Background: an optimization exercise with open tools, aiming at small area, a short achievable clock period and few clock cycles. Do not read the settings as production practice. Function was checked by simulation only, so behaviour that the tests miss may differ from the original. Power and IR drop assume default switching activity.

==> flow/design.v <==
package gaps_pkg;
  localparam logic [23:0] STEP_DX = {3'd1, 3'd7, 3'd7, 3'd1, 3'd0, 3'd7, 3'd0, 3'd1};
  localparam logic [23:0] STEP_DY = {3'd1, 3'd7, 3'd1, 3'd7, 3'd7, 3'd0, 3'd1, 3'd0};
endpackage
module gaps_olist #(
  parameter int N = 49
) (
  input  logic        clk,
  input  logic        init,
  input  logic [5:0]  init_cell,
  input  logic        ins,
  input  logic [11:0] x_f,
  input  logic [5:0]  x_cell,
  input  logic        pop,
  output logic        top_v,
  output logic [11:0] top_f,
  output logic [5:0]  top_cell,
  output logic        top_le         
);
  localparam int W = 18;
  logic [N-1:0] v_r;
  logic [W-1:0] e_r [N];          
  logic [N-1:0] le;
  logic [N-1:0] le_prev;          
  logic [N-1:0] le_next;          
  logic [W-1:0] xe;
  assign xe = init ? {12'd0, init_cell} : {x_f, x_cell};
  function automatic logic f_le(input logic [11:0] a, input logic [11:0] b);
    logic [15:0] g, l;
    logic [7:0]  g1, l1;
    logic [3:0]  g2, l2;
    logic [1:0]  g3, l3;
    g = {4'd0, a & ~b};
    l = {4'd0, ~a & b};
    for (int k = 0; k < 8; k++) begin
      g1[k] = g[2*k+1] | (~l[2*k+1] & g[2*k]);
      l1[k] = l[2*k+1] | (~g[2*k+1] & l[2*k]);
    end
    for (int k = 0; k < 4; k++) begin
      g2[k] = g1[2*k+1] | (~l1[2*k+1] & g1[2*k]);
      l2[k] = l1[2*k+1] | (~g1[2*k+1] & l1[2*k]);
    end
    for (int k = 0; k < 2; k++) begin
      g3[k] = g2[2*k+1] | (~l2[2*k+1] & g2[2*k]);
      l3[k] = l2[2*k+1] | (~g2[2*k+1] & l2[2*k]);
    end
    f_le = !(g3[1] | (~l3[1] & g3[0]));
  endfunction
  always_comb begin
    for (int i = 0; i < N; i++) begin
      le[i] = v_r[i] & f_le(e_r[i][W-1:6], x_f);
    end
    le_prev = {le[N-2:0], 1'b1};
    le_next = {1'b0, le[N-1:1]};
  end
  always_ff @(posedge clk) begin
    for (int i = 0; i < N; i++) begin
      logic s_x, s_prev, s_next, s_hold;
      logic [W-1:0] prev_e, next_e;
      logic prev_v, next_v;
      prev_e = (i == 0) ? '0 : e_r[(i == 0) ? 0 : i-1];
      prev_v = (i == 0) ? 1'b0 : v_r[(i == 0) ? 0 : i-1];
      next_e = (i == N-1) ? '0 : e_r[(i == N-1) ? i : i+1];
      next_v = (i == N-1) ? 1'b0 : v_r[(i == N-1) ? i : i+1];
      if (init) begin
        s_x    = (i == 0);
        s_prev = 1'b0;
        s_next = 1'b0;
      end else if (ins && pop) begin
        s_x    = le[i] && !le_next[i];
        s_prev = 1'b0;
        s_next = le_next[i];
      end else if (ins) begin
        s_x    = !le[i] && le_prev[i];
        s_prev = !le_prev[i];
        s_next = 1'b0;
      end else begin
        s_x    = 1'b0;
        s_prev = 1'b0;
        s_next = pop;
      end
      s_hold = !s_x && !s_prev && !s_next;
      e_r[i] <= ({W{s_hold}} & e_r[i]) | ({W{s_prev}} & prev_e) |
                ({W{s_next}} & next_e) | ({W{s_x}} & xe);
      v_r[i] <= init ? (i == 0) :
                ((s_hold & v_r[i]) | (s_prev & prev_v) | (s_next & next_v) | s_x);
    end
  end
  assign top_v    = v_r[0];
  assign top_f    = e_r[0][W-1:6];
  assign top_cell = e_r[0][5:0];
  assign top_le   = le[0];
endmodule
module gaps_sqrt (
  input  logic [2:0] dx,
  input  logic [2:0] dy,
  output logic [8:0] h
);
  always_comb begin
    case ({dy, dx})
      6'd0: h = {4'd0, 5'd0};    
      6'd1: h = {4'd1, 5'd0};    
      6'd2: h = {4'd2, 5'd0};    
      6'd3: h = {4'd3, 5'd0};    
      6'd4: h = {4'd4, 5'd0};    
      6'd5: h = {4'd5, 5'd0};    
      6'd6: h = {4'd6, 5'd0};    
      6'd7: h = {4'd7, 5'd0};    
      6'd8: h = {4'd1, 5'd0};    
      6'd9: h = {4'd1, 5'd15};    
      6'd10: h = {4'd2, 5'd9};    
      6'd11: h = {4'd3, 5'd6};    
      6'd12: h = {4'd4, 5'd5};    
      6'd13: h = {4'd5, 5'd4};    
      6'd14: h = {4'd6, 5'd3};    
      6'd15: h = {4'd7, 5'd2};    
      6'd16: h = {4'd2, 5'd0};    
      6'd17: h = {4'd2, 5'd9};    
      6'd18: h = {4'd2, 5'd24};    
      6'd19: h = {4'd3, 5'd19};    
      6'd20: h = {4'd4, 5'd16};    
      6'd21: h = {4'd5, 5'd13};    
      6'd22: h = {4'd6, 5'd12};    
      6'd23: h = {4'd7, 5'd11};    
      6'd24: h = {4'd3, 5'd0};    
      6'd25: h = {4'd3, 5'd6};    
      6'd26: h = {4'd3, 5'd19};    
      6'd27: h = {4'd4, 5'd10};    
      6'd28: h = {4'd5, 5'd0};    
      6'd29: h = {4'd5, 5'd24};    
      6'd30: h = {4'd6, 5'd22};    
      6'd31: h = {4'd7, 5'd20};    
      6'd32: h = {4'd4, 5'd0};    
      6'd33: h = {4'd4, 5'd5};    
      6'd34: h = {4'd4, 5'd16};    
      6'd35: h = {4'd5, 5'd0};    
      6'd36: h = {4'd5, 5'd21};    
      6'd37: h = {4'd6, 5'd14};    
      6'd38: h = {4'd7, 5'd7};    
      6'd39: h = {4'd8, 5'd1};    
      6'd40: h = {4'd5, 5'd0};    
      6'd41: h = {4'd5, 5'd4};    
      6'd42: h = {4'd5, 5'd13};    
      6'd43: h = {4'd5, 5'd24};    
      6'd44: h = {4'd6, 5'd14};    
      6'd45: h = {4'd7, 5'd2};    
      6'd46: h = {4'd7, 5'd23};    
      6'd47: h = {4'd8, 5'd18};    
      6'd48: h = {4'd6, 5'd0};    
      6'd49: h = {4'd6, 5'd3};    
      6'd50: h = {4'd6, 5'd12};    
      6'd51: h = {4'd6, 5'd22};    
      6'd52: h = {4'd7, 5'd7};    
      6'd53: h = {4'd7, 5'd23};    
      6'd54: h = {4'd8, 5'd17};    
      6'd55: h = {4'd9, 5'd8};    
      6'd56: h = {4'd7, 5'd0};    
      6'd57: h = {4'd7, 5'd2};    
      6'd58: h = {4'd7, 5'd11};    
      6'd59: h = {4'd7, 5'd20};    
      6'd60: h = {4'd8, 5'd1};    
      6'd61: h = {4'd8, 5'd18};    
      6'd62: h = {4'd9, 5'd8};    
      6'd63: h = {4'd9, 5'd25};    
      default: h = 9'd0;
    endcase
  end
endmodule
module gaps_sqrt_hi (
  input  logic [2:0] dx,
  input  logic [2:0] dy,
  output logic [3:0] h
);
  always_comb begin
    case ({dy, dx})
      6'd0: h = 4'd0;
      6'd1: h = 4'd1;
      6'd2: h = 4'd2;
      6'd3: h = 4'd3;
      6'd4: h = 4'd4;
      6'd5: h = 4'd5;
      6'd6: h = 4'd6;
      6'd7: h = 4'd7;
      6'd8: h = 4'd1;
      6'd9: h = 4'd1;
      6'd10: h = 4'd2;
      6'd11: h = 4'd3;
      6'd12: h = 4'd4;
      6'd13: h = 4'd5;
      6'd14: h = 4'd6;
      6'd15: h = 4'd7;
      6'd16: h = 4'd2;
      6'd17: h = 4'd2;
      6'd18: h = 4'd2;
      6'd19: h = 4'd3;
      6'd20: h = 4'd4;
      6'd21: h = 4'd5;
      6'd22: h = 4'd6;
      6'd23: h = 4'd7;
      6'd24: h = 4'd3;
      6'd25: h = 4'd3;
      6'd26: h = 4'd3;
      6'd27: h = 4'd4;
      6'd28: h = 4'd5;
      6'd29: h = 4'd5;
      6'd30: h = 4'd6;
      6'd31: h = 4'd7;
      6'd32: h = 4'd4;
      6'd33: h = 4'd4;
      6'd34: h = 4'd4;
      6'd35: h = 4'd5;
      6'd36: h = 4'd5;
      6'd37: h = 4'd6;
      6'd38: h = 4'd7;
      6'd39: h = 4'd8;
      6'd40: h = 4'd5;
      6'd41: h = 4'd5;
      6'd42: h = 4'd5;
      6'd43: h = 4'd5;
      6'd44: h = 4'd6;
      6'd45: h = 4'd7;
      6'd46: h = 4'd7;
      6'd47: h = 4'd8;
      6'd48: h = 4'd6;
      6'd49: h = 4'd6;
      6'd50: h = 4'd6;
      6'd51: h = 4'd6;
      6'd52: h = 4'd7;
      6'd53: h = 4'd7;
      6'd54: h = 4'd8;
      6'd55: h = 4'd9;
      6'd56: h = 4'd7;
      6'd57: h = 4'd7;
      6'd58: h = 4'd7;
      6'd59: h = 4'd7;
      6'd60: h = 4'd8;
      6'd61: h = 4'd8;
      6'd62: h = 4'd9;
      6'd63: h = 4'd9;
      default: h = 4'd0;
    endcase
  end
endmodule
module grid_astar_path_search_core (
  input  logic       clk,
  input  logic       rst_n,
  input  logic       in_valid,
  output logic       in_ready,
  input  logic       in_op,
  input  logic [2:0] in_cell_x,
  input  logic [2:0] in_cell_y,
  input  logic [1:0] in_cell_value,
  input  logic [2:0] in_start_x,
  input  logic [2:0] in_start_y,
  input  logic [2:0] in_goal_x,
  input  logic [2:0] in_goal_y,
  input  logic       out_ready,
  output logic       out_valid,
  output logic [2:0] out_path_x,
  output logic [2:0] out_path_y,
  output logic       out_found,
  output logic       out_last
);
  localparam logic [2:0] S_IDLE = 3'd0;
  localparam logic [2:0] S_POP  = 3'd1;          
  localparam logic [2:0] S_EXP  = 3'd2;          
  localparam logic [2:0] S_HAND = 3'd3;          
  localparam logic [2:0] S_ONE  = 3'd5;          
  localparam logic [1:0] B_IDLE = 2'd0;
  localparam logic [1:0] B_RUN  = 2'd1;          
  localparam logic [1:0] B_WAIT = 2'd2;          
  localparam int         SD     = 16;            
  logic [2:0]  st_r;
  logic [63:0] walk_r;             
  logic [63:0] wall_r;             
  logic [63:0] seen_r;             
  logic [2:0]  par_r [64];         
  logic [2:0]  sx_r, sy_r, gx_r, gy_r;
  logic [2:0]  ax_r [10];          
  logic [2:0]  ay_r [10];          
  logic        first_r;            
  logic        sg_r;               
  logic [5:0]  start_cell;
  logic [5:0]  cur_r;
  logic [6:0]  g1_r;               
  logic [7:0]  mask_r;             
  logic [2:0]  adx_r [3];          
  logic [2:0]  ady_r [3];          
  logic        xv_r;               
  logic [11:0] xf_r;               
  logic [5:0]  xcell_r;
  logic [2:0]  xdir_r;
  logic        onef_r;             
  logic [2:0]  hdir_r;             
  logic [1:0]  bst_r;
  logic [5:0]  bstart_r;           
  logic        bfirst_r;           
  logic [5:0]  wc_r;               
  logic [2:0]  bd_r;               
  logic [5:0]  sc_r;               
  logic [5:0]  bcur_r;             
  logic [2:0]  bdir_r;             
  logic [2:0]  stk_r [SD];
  logic [4:0]  sn_r;               
  logic        sovf_r;             
  logic        eb_r;               
  logic        efin_r;             
  logic [5:0]  ec_r;               
  logic        ov_r;
  logic [2:0]  ox_r, oy_r;
  logic        of_r, ol_r;
  logic        out_free;
  logic        beat_ok;            
  logic        ol_init, ol_ins, ol_pop;
  logic        top_v, top_le;
  logic [11:0] top_f;
  logic [5:0]  top_cell;
  assign start_cell = {sy_r, sx_r};
  assign out_free   = !ov_r || out_ready;
  assign beat_ok    = out_free && !eb_r;
  function automatic logic [2:0] absdiff(input logic [2:0] a, input logic [2:0] b);
    absdiff = (a >= b) ? (a - b) : (b - a);
  endfunction
  function automatic logic [5:0] nbr(input logic [5:0] c, input logic [2:0] d, input logic back);
    logic [1:0] sx, sy;            
    logic [2:0] x, y;
    case (d)
      3'd0:    begin sx = 2'd2; sy = 2'd1; end    
      3'd1:    begin sx = 2'd1; sy = 2'd2; end    
      3'd2:    begin sx = 2'd0; sy = 2'd1; end    
      3'd3:    begin sx = 2'd1; sy = 2'd0; end    
      3'd4:    begin sx = 2'd2; sy = 2'd0; end    
      3'd5:    begin sx = 2'd0; sy = 2'd2; end    
      3'd6:    begin sx = 2'd0; sy = 2'd0; end    
      default: begin sx = 2'd2; sy = 2'd2; end    
    endcase
    if (back) begin
      sx = 2'd2 - sx;
      sy = 2'd2 - sy;
    end
    x = (sx == 2'd2) ? c[2:0] + 3'd1 : (sx == 2'd0) ? c[2:0] - 3'd1 : c[2:0];
    y = (sy == 2'd2) ? c[5:3] + 3'd1 : (sy == 2'd0) ? c[5:3] - 3'd1 : c[5:3];
    nbr = {y, x};
  endfunction
  logic exp_go, ins_now, last_ins, pop_here;
  assign exp_go   = (st_r == S_EXP) && (bst_r == B_IDLE);      
  assign ins_now  = exp_go && xv_r;
  assign last_ins = ins_now && (mask_r == 8'd0);               
  assign pop_here = (st_r == S_POP) || (last_ins && top_le);   
  logic [63:0] free_c;
  assign free_c = walk_r & ~seen_r;
  logic [9:0] rows [3];            
  logic [7:0] nb_mask;
  always_comb begin
    logic [2:0] xm;                
    logic [2:0] ym;                
    logic [7:0] frow [10];         
    for (int k = 0; k < 3; k++) begin
      xm[k] = (xcell_r[2:0] == top_cell[2:0] + 3'(k) - 3'd1);
      ym[k] = (xcell_r[5:3] == top_cell[5:3] + 3'(k) - 3'd1);
    end
    frow[0] = 8'd0;
    frow[9] = 8'd0;
    for (int j = 0; j < 8; j++) frow[j+1] = free_c[8*j +: 8];
    for (int k = 0; k < 3; k++) begin
      logic [7:0] rk [8];
      for (int j = 0; j < 8; j++) rk[j] = frow[j+k];
      rows[k] = {1'b0, rk[top_cell[5:3]], 1'b0};
    end
    for (int d = 0; d < 8; d++) begin
      logic [1:0] kx, ky;
      logic [7:0] bk;
      kx = 2'(gaps_pkg::STEP_DX[3*d +: 3] + 3'd1);
      ky = 2'(gaps_pkg::STEP_DY[3*d +: 3] + 3'd1);
      for (int j = 0; j < 8; j++) bk[j] = rows[ky][j+kx];
      nb_mask[d] = bk[top_cell[2:0]] &&
                   !(ins_now && xm[kx] && ym[ky]);
    end
  end
  logic [2:0] axk [3][8];
  logic [2:0] ayk [3][8];
  always_comb begin
    for (int k = 0; k < 3; k++) begin
      for (int c = 0; c < 8; c++) begin
        axk[k][c] = ax_r[c + k];
        ayk[k][c] = ay_r[c + k];
      end
    end
  end
  logic [7:0] gsel;
  logic       hit;
  logic [2:0] gdir;
  always_comb begin
    gdir = '0;
    for (int d = 0; d < 8; d++) begin
      logic [1:0] kx, ky;
      kx      = 2'(gaps_pkg::STEP_DX[3*d +: 3] + 3'd1);
      ky      = 2'(gaps_pkg::STEP_DY[3*d +: 3] + 3'd1);
      gsel[d] = (axk[kx][top_cell[2:0]] == 3'd0) && (ayk[ky][top_cell[5:3]] == 3'd0);
      gdir    = gdir | ({3{gsel[d]}} & 3'(d));
    end
  end
  assign hit = ((gsel & nb_mask) != 8'd0);
  logic [7:0] lo;
  logic [2:0] nd;
  logic [5:0] child;
  logic [2:0] cdx, cdy;            
  always_comb begin
    lo    = '0;
    nd    = '0;
    child = '0;
    cdx   = '0;
    cdy   = '0;
    for (int d = 0; d < 8; d++) begin
      logic [1:0] kx, ky;
      kx    = 2'(gaps_pkg::STEP_DX[3*d +: 3] + 3'd1);
      ky    = 2'(gaps_pkg::STEP_DY[3*d +: 3] + 3'd1);
      lo[d] = mask_r[d] && ((mask_r & ((8'd1 << d) - 8'd1)) == 8'd0);
      nd    = nd | ({3{lo[d]}} & 3'(d));
      child = child | ({6{lo[d]}} & nbr(cur_r, 3'(d), 1'b0));
      cdx   = cdx | ({3{lo[d]}} & adx_r[kx]);
      cdy   = cdy | ({3{lo[d]}} & ady_r[ky]);
    end
  end
  logic [8:0]  h;
  logic [3:0]  h_top;
  gaps_sqrt u_h (
    .dx (cdx),
    .dy (cdy),
    .h  (h)
  );
  gaps_sqrt_hi u_h_top (
    .dx (axk[1][top_cell[2:0]]),
    .dy (ayk[1][top_cell[5:3]]),
    .h  (h_top)
  );
  logic [2:0] pr;
  logic [5:0] bp;
  assign pr = par_r[wc_r];
  assign bp = nbr(wc_r, pr, 1'b1);
  logic [5:0] en;
  assign en = nbr(ec_r, stk_r[0], 1'b0);
  logic goal_wall;
  assign goal_wall = wall_r[{gy_r, gx_r}];
  logic bt_go, bt_end, bt_ovf, b_idle, hand_pop, hand_wait, one_go, send;
  assign b_idle    = (bst_r == B_IDLE);
  assign bt_go     = (bst_r == B_RUN) && (!bfirst_r || beat_ok);
  assign bt_ovf    = sovf_r || (sn_r == 5'(SD));    
  assign bt_end    = bt_go && (wc_r == sc_r);
  assign hand_pop  = pop_here && b_idle;            
  assign hand_wait = (st_r == S_HAND) && b_idle;    
  assign one_go    = (st_r == S_ONE) && beat_ok && b_idle;
  assign send      = eb_r && out_free;
  logic take;
  assign in_ready = (st_r == S_IDLE);
  assign take     = in_ready && in_valid;
  assign ol_init  = take && in_op;
  assign ol_pop   = pop_here;
  assign ol_ins   = ins_now;
  gaps_olist #(.N(49)) u_open (
    .clk       (clk),
    .init      (ol_init),
    .init_cell ({in_start_y, in_start_x}),
    .ins       (ol_ins),
    .x_f       (xf_r),
    .x_cell    (xcell_r),
    .pop       (ol_pop),
    .top_v     (top_v),
    .top_f     (top_f),
    .top_cell  (top_cell),
    .top_le    (top_le)
  );
  always_ff @(posedge clk) begin
    if (!rst_n) begin
      st_r   <= S_IDLE;
      walk_r <= '1;
      wall_r <= '0;
      ov_r   <= 1'b0;
      eb_r   <= 1'b0;
      sn_r   <= '0;
      bst_r  <= B_IDLE;
    end else begin
      if (out_ready) ov_r <= 1'b0;
      if (send || one_go || (bt_go && bfirst_r)) ov_r <= 1'b1;
      if (send) begin
        sn_r <= sn_r - 5'd1;
        if (sn_r == 5'd1) eb_r <= 1'b0;
      end
      if (bt_go && sn_r != 5'(SD)) sn_r <= sn_r + 5'd1;
      if (bt_end) eb_r <= 1'b1;
      case (st_r)
        S_IDLE: ;
        S_POP, S_EXP: begin
          if (pop_here) begin
            if ((st_r == S_POP) && (goal_wall || !top_v || (first_r && sg_r))) st_r <= S_ONE;
            else if (hit)                  st_r <= b_idle ? S_IDLE : S_HAND;
            else if (nb_mask != 8'd0)      st_r <= S_EXP;
            else                           st_r <= S_POP;
          end else if (last_ins) begin
            st_r <= S_POP;
          end
        end
        S_HAND: begin
          if (b_idle) st_r <= S_IDLE;
        end
        S_ONE: begin
          if (one_go) st_r <= S_IDLE;
        end
        default: st_r <= S_IDLE;
      endcase
      case (bst_r)
        B_IDLE: if ((pop_here && (st_r != S_POP || !(goal_wall || !top_v || (first_r && sg_r))) &&
                     hit) || hand_wait) bst_r <= B_RUN;
        B_RUN:  if (bt_end) bst_r <= bt_ovf ? B_WAIT : B_IDLE;
        B_WAIT: if (!eb_r) bst_r <= B_RUN;
        default: bst_r <= B_IDLE;
      endcase
      if (take) begin
        if (!in_op) begin
          walk_r[{in_cell_y, in_cell_x}] <= (in_cell_value == 2'd0);
          wall_r[{in_cell_y, in_cell_x}] <= (in_cell_value == 2'd1);
        end else begin
          st_r <= S_POP;
        end
      end
    end
  end
  always_ff @(posedge clk) begin
    if (take && in_op) begin
      sx_r    <= in_start_x;
      sy_r    <= in_start_y;
      gx_r    <= in_goal_x;
      gy_r    <= in_goal_y;
      seen_r  <= 64'd1 << {in_start_y, in_start_x};
      for (int c = 0; c < 10; c++) begin
        ax_r[c] <= (c == 0 || c == 9) ? 3'd7 : absdiff(3'(c - 1), in_goal_x);
        ay_r[c] <= (c == 0 || c == 9) ? 3'd7 : absdiff(3'(c - 1), in_goal_y);
      end
      first_r <= 1'b1;
      sg_r    <= (in_start_x == in_goal_x) && (in_start_y == in_goal_y);
    end
    if (ins_now) begin
      seen_r[xcell_r] <= 1'b1;
      par_r[xcell_r] <= xdir_r;
    end
    if (exp_go) begin
      xv_r <= (mask_r != 8'd0);
      if (mask_r != 8'd0) begin
        xf_r    <= {g1_r + {3'd0, h[8:5]}, h[4:0]};
        xcell_r <= child;
        xdir_r  <= nd;
        mask_r  <= mask_r & ~lo;
      end
    end
    if (pop_here) begin
      cur_r   <= top_cell;
      g1_r    <= first_r ? 7'd1 : top_f[11:5] - {3'd0, h_top} + 7'd1;
      first_r <= 1'b0;
      mask_r  <= nb_mask;
      xv_r    <= 1'b0;
      for (int k = 0; k < 3; k++) begin
        adx_r[k] <= axk[k][top_cell[2:0]];
        ady_r[k] <= ayk[k][top_cell[5:3]];
      end
      onef_r   <= first_r && sg_r && !goal_wall;
      hdir_r   <= gdir;
    end
    if (hand_pop || hand_wait) begin
      bfirst_r <= 1'b1;
      wc_r     <= hand_pop ? top_cell : cur_r;
      bd_r     <= hand_pop ? gdir : hdir_r;
      bcur_r   <= hand_pop ? top_cell : cur_r;
      bdir_r   <= hand_pop ? gdir : hdir_r;
      sc_r     <= start_cell;
      bstart_r <= start_cell;
      sovf_r   <= 1'b0;
    end
    if (bst_r == B_WAIT) begin
      wc_r   <= bcur_r;
      bd_r   <= bdir_r;
      sc_r   <= ec_r;
      sovf_r <= 1'b0;
    end
    if (bt_go) begin
      bfirst_r <= 1'b0;
      if (bfirst_r) ec_r <= bstart_r;
      bd_r <= pr;
      wc_r <= bp;
      for (int i = SD - 1; i > 0; i--) stk_r[i] <= stk_r[i-1];
      stk_r[0] <= bd_r;
      if (sn_r == 5'(SD)) sovf_r <= 1'b1;
      efin_r <= !bt_ovf;
    end
    if (send) begin
      for (int i = 0; i < SD - 1; i++) stk_r[i] <= stk_r[i+1];
      ec_r <= en;
    end
    if (one_go || (bt_go && bfirst_r)) begin
      ox_r <= one_go ? sx_r : bstart_r[2:0];
      oy_r <= one_go ? sy_r : bstart_r[5:3];
      of_r <= one_go ? onef_r : 1'b1;
      ol_r <= one_go;
    end else if (send) begin
      ox_r <= en[2:0];
      oy_r <= en[5:3];
      of_r <= 1'b1;
      ol_r <= efin_r && (sn_r == 5'd1);
    end
  end
  assign out_valid  = ov_r;
  assign out_path_x = ox_r;
  assign out_path_y = oy_r;
  assign out_found  = of_r;
  assign out_last   = ol_r;
endmodule
==> flow/run.sh <==
#!/bin/bash
# synth_recipe.tcl (not shown) runs the flow's synth.tcl, then flattens the netlist and writes it again
# the make line also repeats each setting of config.mk as NAME=value (left out here)
make -C /OpenROAD-flow-scripts/flow DESIGN_CONFIG=/design/flow/config.mk WORK_HOME=/design/flow/orfs CLKGATE_MAP_FILE= SYNTH_SCRIPT=/design/flow/synth_recipe.tcl finish
==> flow/config.mk <==
export PLATFORM = sky130hd
export DESIGN_NAME = grid_astar_path_search_core
export DESIGN_NICKNAME = grid_astar_path_search_core
export VERILOG_FILES = /design/flow/design.v
export SDC_FILE = /design/flow/constraint.sdc
export NUM_CORES = 4
export LEC_CHECK = 0
export ABC_CLOCK_PERIOD_IN_PS = 3500
export CAP_MARGIN = 20
export CORE_MARGIN = 2
export CORE_UTILIZATION = 40
export SETUP_SLACK_MARGIN = 2.0
export SLEW_MARGIN = 20
==> flow/constraint.sdc <==
create_clock -name core_clock -period 6.5 [get_ports {clk}]
set_input_delay 1.3000 -clock core_clock [delete_from_list [all_inputs] [get_ports {clk}]]
set_output_delay 1.3000 -clock core_clock [all_outputs]
set_load 0.01 [all_outputs]
==> impl_metrics.ini, run 1 <==
[floorplanning]
ioPinCount = 35
std_cell_rows = 165
die_w_um = 455.7
die-area_um2 = 207600
die_h_um = 455.7
start_util_pct = 40.29
coreArea_um2 = 202500

[finish]
fin_nets = 8725
final_layout_size_suffix_gt1_share_pct = 11.73
fill_cells = 19070
area_growth_pct = 12.69

[route]
drtPass1Iterations = 14
post_drt_wl_per_cell_um = 30.51
ant_nets = 0
avgViaCountPerCell = 6.933
drc_errors = 0
vias = 79280
first_iter_violations = 13550
routed_wl_um = 348900

[logic_synthesis]
synth.yosys.warnings = 29
syn_avg_cell_area_um2 = 9.272
syn-cell-area_um2 = 81610
synth_top_family_by_area = compound AO/OA/AOI/OAI gates
ys_ff_latch = 1535
synth.yosys.seq_area_share_pct = 42.51
synth_edf_count = 396
synth_top_area_share_pct = 27.94
yosys.area_share.simple_pct = 14.69
syn_inst = 8801
synthArstFlopShare_pct = 0
yosys-mux-area-fraction_pct = 3.106
synth-xor-area-share_pct = 0.6332
synthAdderAreaFrac_pct = 4.129
synthMostInstantiatedCell = nand2_1
yosysTopAreaCell = dfxtp_1
synth_compound_area_share_pct = 29.73
synth_cell_type_count = 113
syn-num-nets = 8911
synthTopCellsByArea = dfxtp_1 (28%), edfxtp_1 (15%), a221o_1 (6.7%)
synth_flop_cell = dfxtp_1
synthTopCellsByCount = nand2_1 (1,286), dfxtp_1 (1,139), a221o_1 (547)

[sta]
post-route-period-util_pct = 68.84
fmax_mhz = 223.5
max_slew.worst_pin.slew_ns = 1.271
min_period_ns = 4.475
fin_setup_tns_ns = 0
final-hold-violation-count = 0
drv_slew = 0
rsz0062_at_grt = true
setup_violations = 0
relSlewSlack_pct = 14.92
holdWs_ns = 0.4573
setup_ws_ns = 2.025
clock-skew-final_ns = 0.04006

[setup_path]
crit_required_ns = 7.19
arrival_ns = 5.17
critPathLaunchType = flip-flop
endpoint_kind = flip-flop
reg2reg_depth = 12
cp_max_fo = 31
crit_type = reg2reg

[placed_design]
dpl.hpwl_um = 235700
port_buffers = 34
place.gp.congestion = 1.008
preCtsSetupSlack_ns = 1.264

[global_routing]
grt_pass1_wl_um = 504400
grt_pass1_vias = 72600
grt_max_degree = 78
grt_usage_pct = 31.85
grt-ovfl-total = 0
antenna_found_initial = 13

[pwr]
comb_power_share_pct = 34.1
p_leak_nw = 32.76
switchingPower_mw = 16.92
powerDensity_nw_per_um2 = 444.7
clock_power_share_pct = 24.9
p_sw_share_pct = 41.36
p_seq_share_pct = 41.0
cellInternalPower_mw = 23.98
ir_drop_uv = 351.6

[worst_hold_path]
hold_path_class = reg2reg
hold_depth = 0

[clock_tree]
ctsHtreeMaxLevel = 4
path_clk_slew_ns = 0.06
cts-root-buf = clkbuf_16
cts_tree = built
cts_buffers = 174
cts_sinks = 1535
clockBufferDepth = 3
ctsHoldBuffers = 0
clk_latency_ns = 0.86

[flow_run]
drv_cap = 0

[run_status]
status = complete, no violations
path summary, 6_finish.rpt:
| path | startpoint | endpoint | slack, ns |
|---|---|---|---|
| worst max-delay path | xf_r[0] | u_open.v_r[14] | 2.03 |
| worst min-delay path | stk_r[14][0] | stk_r[15][0] | 0.46 |
| worst max register to register | xf_r[0] | u_open.v_r[14] | 2.03 |
| worst min register to register | stk_r[14][0] | stk_r[15][0] | 0.46 |
layer usage:
metal / up-vias / GRT usage [%] / share of wire (%)
met3: 1041 / 7.686 / 12
met2: 5482 / 47.27 / 42
met4: 20 / 16.73 / 6.1
met5: - / 0 / 0.054
met1: 38870 / 42.79 / 40
li1: 33870 / - / -
registers in the layout, summed over array words and instances (netlist names), 7 cells and up:
register	count
ady_r	9
u_open.v_r	49
stk_r	48
ay_r	18
wall_r	64
u_open.e_r	882
mask_r	8
adx_r	9
seen_r	64
par_r	192
ax_r	18
g1_r	7
xf_r	12
walk_r	64
layout make-up:
cell class                 instances  area, µm²  area share (%)
clock inverter                    71      732.0          0.7959
timing repair buffer             396       3430           3.729
sequential                      1535      34710           37.74
inverter                         271       1074           1.167
tap                             2672       3343           3.635
multi-input combinational       6237      43590           47.39
antenna                            6      15.01         0.01633
clock buffer                     248       5079           5.522
repair_timing:
action / 4_1_cts / 5_1_grt
pin swaps: 16 / 25
buffers inserted: 31 / 52
endpoints found under the setup margin: 852 / 727
endpoints found under the hold margin: 0 / 0
resized for setup: 97 / 120
cloned: 3 / 3
per-stage QoR:
stage / total power [mW] / std cells / instance area (µm²) / utilization, %
after floorplan: 23.89 / 8801 / 81630 / -
after global placement: 29.24 / 11020 / 84500 / 41.72
after detailed placement: 29.41 / 11020 / 84520 / 41.74
after CTS: 39.77 / 11380 / 91010 / 44.94
after global routing: 42.41 / 11430 / 91960 / 45.41
final: 40.90 / 11440 / 91970 / 45.41
power by group through the flow:
| stage | sequential (mW) | combinational, mW | clock, mW |
|---|---|---|---|
| finish | 16.8 | 13.9 | 10.2 |
| global route | 16.8 | 15.0 | 10.7 |
| CTS | 16.4 | 13.1 | 10.3 |
| detailed placement | 16.5 | 12.9 | 0 |
| global placement | 16.5 | 12.7 | 0 |
| floorplan | 14.5 | 9.35 | 0 |
cells in the final DEF, fill, tap and decap left out, types with 31 or more instances in the layout:
cell	n
a222oi_1	360
maj3_1	206
o21ai_0	507
clkbuf_16	178
a31oi_1	40
nor2_1	527
nand3_1	171
buf_4	322
inv_1	247
ha_1	74
edfxtp_1	396
xnor2_1	35
a211oi_1	44
nor3_1	72
a22oi_1	206
o221ai_1	162
dfxtp_1	1134
o22ai_1	52
nor2b_1	172
clkbuf_1	31
a21o_1	44
a221oi_1	59
o211ai_1	125
mux4_2	89
nand3b_1	32
nor3b_1	35
nand2b_1	147
clkbuf_8	38
nand2_1	1267
a21oi_1	303
clkdlybuf4s50_1	33
a22o_1	283
a221o_1	547
mux2i_1	32
logic make-up after synthesis:
group | after synthesis
and+or+nand+nor | 2652
DFF | 1535
adders and majority gates | 310
buffers and inverters | 1034
xor gates and xnor gates | 59
muxes | 140
AOI/OAI and AO/OA | 3071
worst max-delay path: stages, from the launching register on:
cell      delay, ns
edfxtp_1       0.37
buf_12         0.27
buf_6          0.28
nor2b_1        0.08
maj3_2         0.31
maj3_2         0.31
maj3_2         0.33
maj3_2         0.31
maj3_2         0.31
a211o_1        0.39
a32o_4         0.47
a221o_1        0.45
o21a_1         0.36
Testbench counts, summed over its fixed seeds: cycles 17,017.
==> inputs of run 2 (changes only) <==
--- a/flow/config.mk
+++ b/flow/config.mk
@@ -7,7 +7,9 @@
 export LEC_CHECK = 0
 export ABC_CLOCK_PERIOD_IN_PS = 3500
 export CAP_MARGIN = 20
+export CELL_PAD_IN_SITES_DETAIL_PLACEMENT = 1
 export CORE_MARGIN = 2
-export CORE_UTILIZATION = 40
+export CORE_UTILIZATION = 30
+export PLACE_DENSITY = 0.45
 export SETUP_SLACK_MARGIN = 2.0
 export SLEW_MARGIN = 20
==> impl_metrics.ini, run 2 <==
[logic_synthesis]
synth-xor-area-share_pct = 0.6332
yosys-mux-area-fraction_pct = 3.106
synth_flop_cell = dfxtp_1
synthTopCellsByCount = nand2_1 (1,286), dfxtp_1 (1,139), a221o_1 (547)
synth.yosys.warnings = 29
synth.yosys.seq_area_share_pct = 42.51
yosysTopAreaCell = dfxtp_1
synth_top_family_by_area = compound AO/OA/AOI/OAI gates
synthArstFlopShare_pct = 0
synthTopCellsByArea = dfxtp_1 (28%), edfxtp_1 (15%), a221o_1 (6.7%)
syn_inst = 8801
synth_top_area_share_pct = 27.94
ys_ff_latch = 1535
synth_cell_type_count = 113
synthAdderAreaFrac_pct = 4.129
synthMostInstantiatedCell = nand2_1
syn_avg_cell_area_um2 = 9.272
synth_edf_count = 396
syn-num-nets = 8911
syn-cell-area_um2 = 81610
yosys.area_share.simple_pct = 14.69
synth_compound_area_share_pct = 29.73

[pwr]
powerDensity_nw_per_um2 = 446.9
ir_drop_uv = 213.0
p_leak_nw = 33.34

[route]
drtPass1Iterations = 11
drc_errors = 0
ant_nets = 0
post_drt_wl_per_cell_um = 31.19
vias = 78960
avgViaCountPerCell = 6.365
routed_wl_um = 387000
first_iter_violations = 9947

[sta]
final-hold-violation-count = 0
setup_violations = 0
fin_setup_tns_ns = 0
fmax_mhz = 223.5
min_period_ns = 4.475
clock-skew-final_ns = 0.09125
holdWs_ns = 0.4538
rsz0062_at_grt = true
max_slew.worst_pin.slew_ns = 1.204
post-route-period-util_pct = 68.84
drv_slew = 0
relSlewSlack_pct = 19.42

[floorplanning]
coreArea_um2 = 270800
die-area_um2 = 276200
die_w_um = 525.6
start_util_pct = 30.14
ioPinCount = 35
die_h_um = 525.6
std_cell_rows = 191

[flow_run]
drv_cap = 0

[global_routing]
grt_pass1_wl_um = 559400
grt-ovfl-total = 0
grt_pass1_vias = 77970
antenna_found_initial = 15
grt_max_degree = 77
grt_usage_pct = 26.64

[setup_path]
cp_max_fo = 18
cpPeakStageDelay_ns = 0.56
critPathLaunchType = flip-flop
crit_required_ns = 7.18
crit_path_cell_trace = nand2b_1 -> maj3_1 -> maj3_1 -> maj3_1 -> o211a_4 -> and2_4 -> nor2_4 -> buf_6 -> buf_4 -> a21oi_1 -> buf_4 -> a222oi_1 -> o21ai_1
endpoint_kind = flip-flop
crit_type = reg2reg
arrival_ns = 5.15
cpMostUsedCell = maj3_1
cpMaxStageDelayCell = a222oi_1

[clock_tree]
cts_tree = built
clockBufferDepth = 4
path_clk_slew_ns = 0.06
clk_latency_ns = 0.88
cts_sinks = 1535
cts_buffers = 194
ctsHtreeMaxLevel = 4
cts-root-buf = clkbuf_16
ctsHoldBuffers = 0

[finish]
reg.largest.list = u_open.e_r (882), par_r (192)
stdcell_area_um2 = 94330
final_core_util_pct = 34.84
fill_cells = 30440
fin_nets = 8788
largest_register = u_open.e_r
final_common_cell = nand2_1
largest_register_ffs = 882
final_cell_mix = nand2_1 (1,269), dfxtp_1 (1,134), a221o_1 (547), nor2_1 (519), o21ai_0 (502)
area_growth_pct = 15.59
final_layout_size_suffix_gt1_share_pct = 12.44

[run_status]
status = complete, no violations

[placed_design]
dpl.hpwl_um = 264500
place.gp.congestion = 0.9074
port_buffers = 34
place_area_um2 = 86050

[worst_hold_path]
hold_path_class = reg2reg
run 2: path summary, 6_finish.rpt:
check / start / end / slack (ns) / cells after the start
worst max register to register: xf_r[8] / u_open.e_r[1][3] / 2.03 / 13
worst max-delay path: xf_r[8] / u_open.e_r[1][3] / 2.03 / 13
worst min-delay path: wall_r[36] / wall_r[36] / 0.45 / 2
worst min register to register: wall_r[36] / wall_r[36] / 0.45 / 2
run 2: area by class of cell:
type                       count  area, µm²  share of cell area (%)
multi-input combinational   6235      43730                   46.36
timing repair buffer         441       3936                   4.173
tap                         3570       4467                   4.735
inverter                     271       1085                   1.150
antenna                        9      22.52                 0.02387
sequential                  1535      34710                   36.79
clock buffer                 292       5714                   6.058
clock inverter                53      666.9                  0.7070
run 2: critical path, delay by kind of cell, from the launching register on:
kind                     cells  cell delay [ns]
adder cells (fa/ha/maj)      3             1.12
flip-flops                   1             0.45
buffers and inverters        3             0.87
AO/OA/AOI/OAI                4             1.20
AND/OR/NAND/NOR              3             0.62
run 2: report_power, final:
| part | leakage [nW] | internal [mW] | switching [mW] | total [mW] |
|---|---|---|---|---|
| clock | 3.15 | 6.62 | 4.48 | 11.1 |
| sequential | 12.9 | 12.5 | 3.93 | 16.5 |
| combinational | 17.3 | 5.74 | 8.86 | 14.6 |
| total | 33.3 | 24.9 | 17.3 | 42.2 |
run 2: what timing repair did:
item | CTS | global route
buffers inserted | 54 | 38
resized for setup | 119 | 96
pin swaps | 18 | 20
cloned | 5 | 3
endpoints found under the setup margin | 961 | 686
run 2: stage by stage:
| step | power (mW) | std cells | setup WS, ns |
|---|---|---|---|
| after floorplan | 23.89 | 8801 | 1.962 |
| after global placement | 29.61 | 11950 | 1.053 |
| after detailed placement | 29.95 | 11950 | 1.009 |
| after CTS | 41.51 | 12360 | 1.988 |
| after global routing | 43.96 | 12400 | 1.847 |
| final | 42.16 | 12410 | 2.025 |
run 2: logic make-up after synthesis:
group           count (synthesis)
xor+xnor                       59
flops                        1535
mux                           140
buf+inv                      1034
fa+ha+maj                     310
compound gates               3071
simple gates                 2652
run 2: routing by layer:
metal / part of all wire (%) / global-route usage [%] / vias to the layer above
li1: - / - / 33980
met1: 42 / 35.20 / 40530
met2: 45 / 42.11 / 3545
met3: 7.3 / 4.164 / 905
met4: 5.6 / 13.26 / 2
met5: 0.0021 / 0 / -

separate check: timing with driven ports:
The flow's constraints put no driver on any port. The routed layouts listed below were extracted and timed again, unchanged, in two steps. Step 1 (the two cells are an assumption about what drives the block):
set clk [get_ports {clk}]
set_driving_cell -lib_cell sky130_fd_sc_hd__clkbuf_16 $clk
set_driving_cell -lib_cell sky130_fd_sc_hd__buf_2 [delete_from_list [all_inputs] $clk]
Step 2, shift: input delay + t, output delay - t, t = (earliest + latest rising clock arrival at the registers) / 2. This alone moves slack from input paths to output paths. Slacks: no drivers / after step 1 / after step 2; pairs: no drivers / after step 1.
| run | t, ns | setup WS [ns] | clock arrival spread, ns | cell pins on the clock port's net |
|---|---|---|---|---|
| run 1 | 0.921 | 2.025 / 2.025 / 1.493 | 0.049 / 0.049 | 1 |
| run 2 | 0.929 | 2.025 / 2.025 / 1.423 | 0.100 / 0.101 | 1 |
After both steps every run listed still meets setup and hold. The setup slack of run 2, which loses most, moves by 0.000 ns with the drivers and by -0.602 ns with both steps.
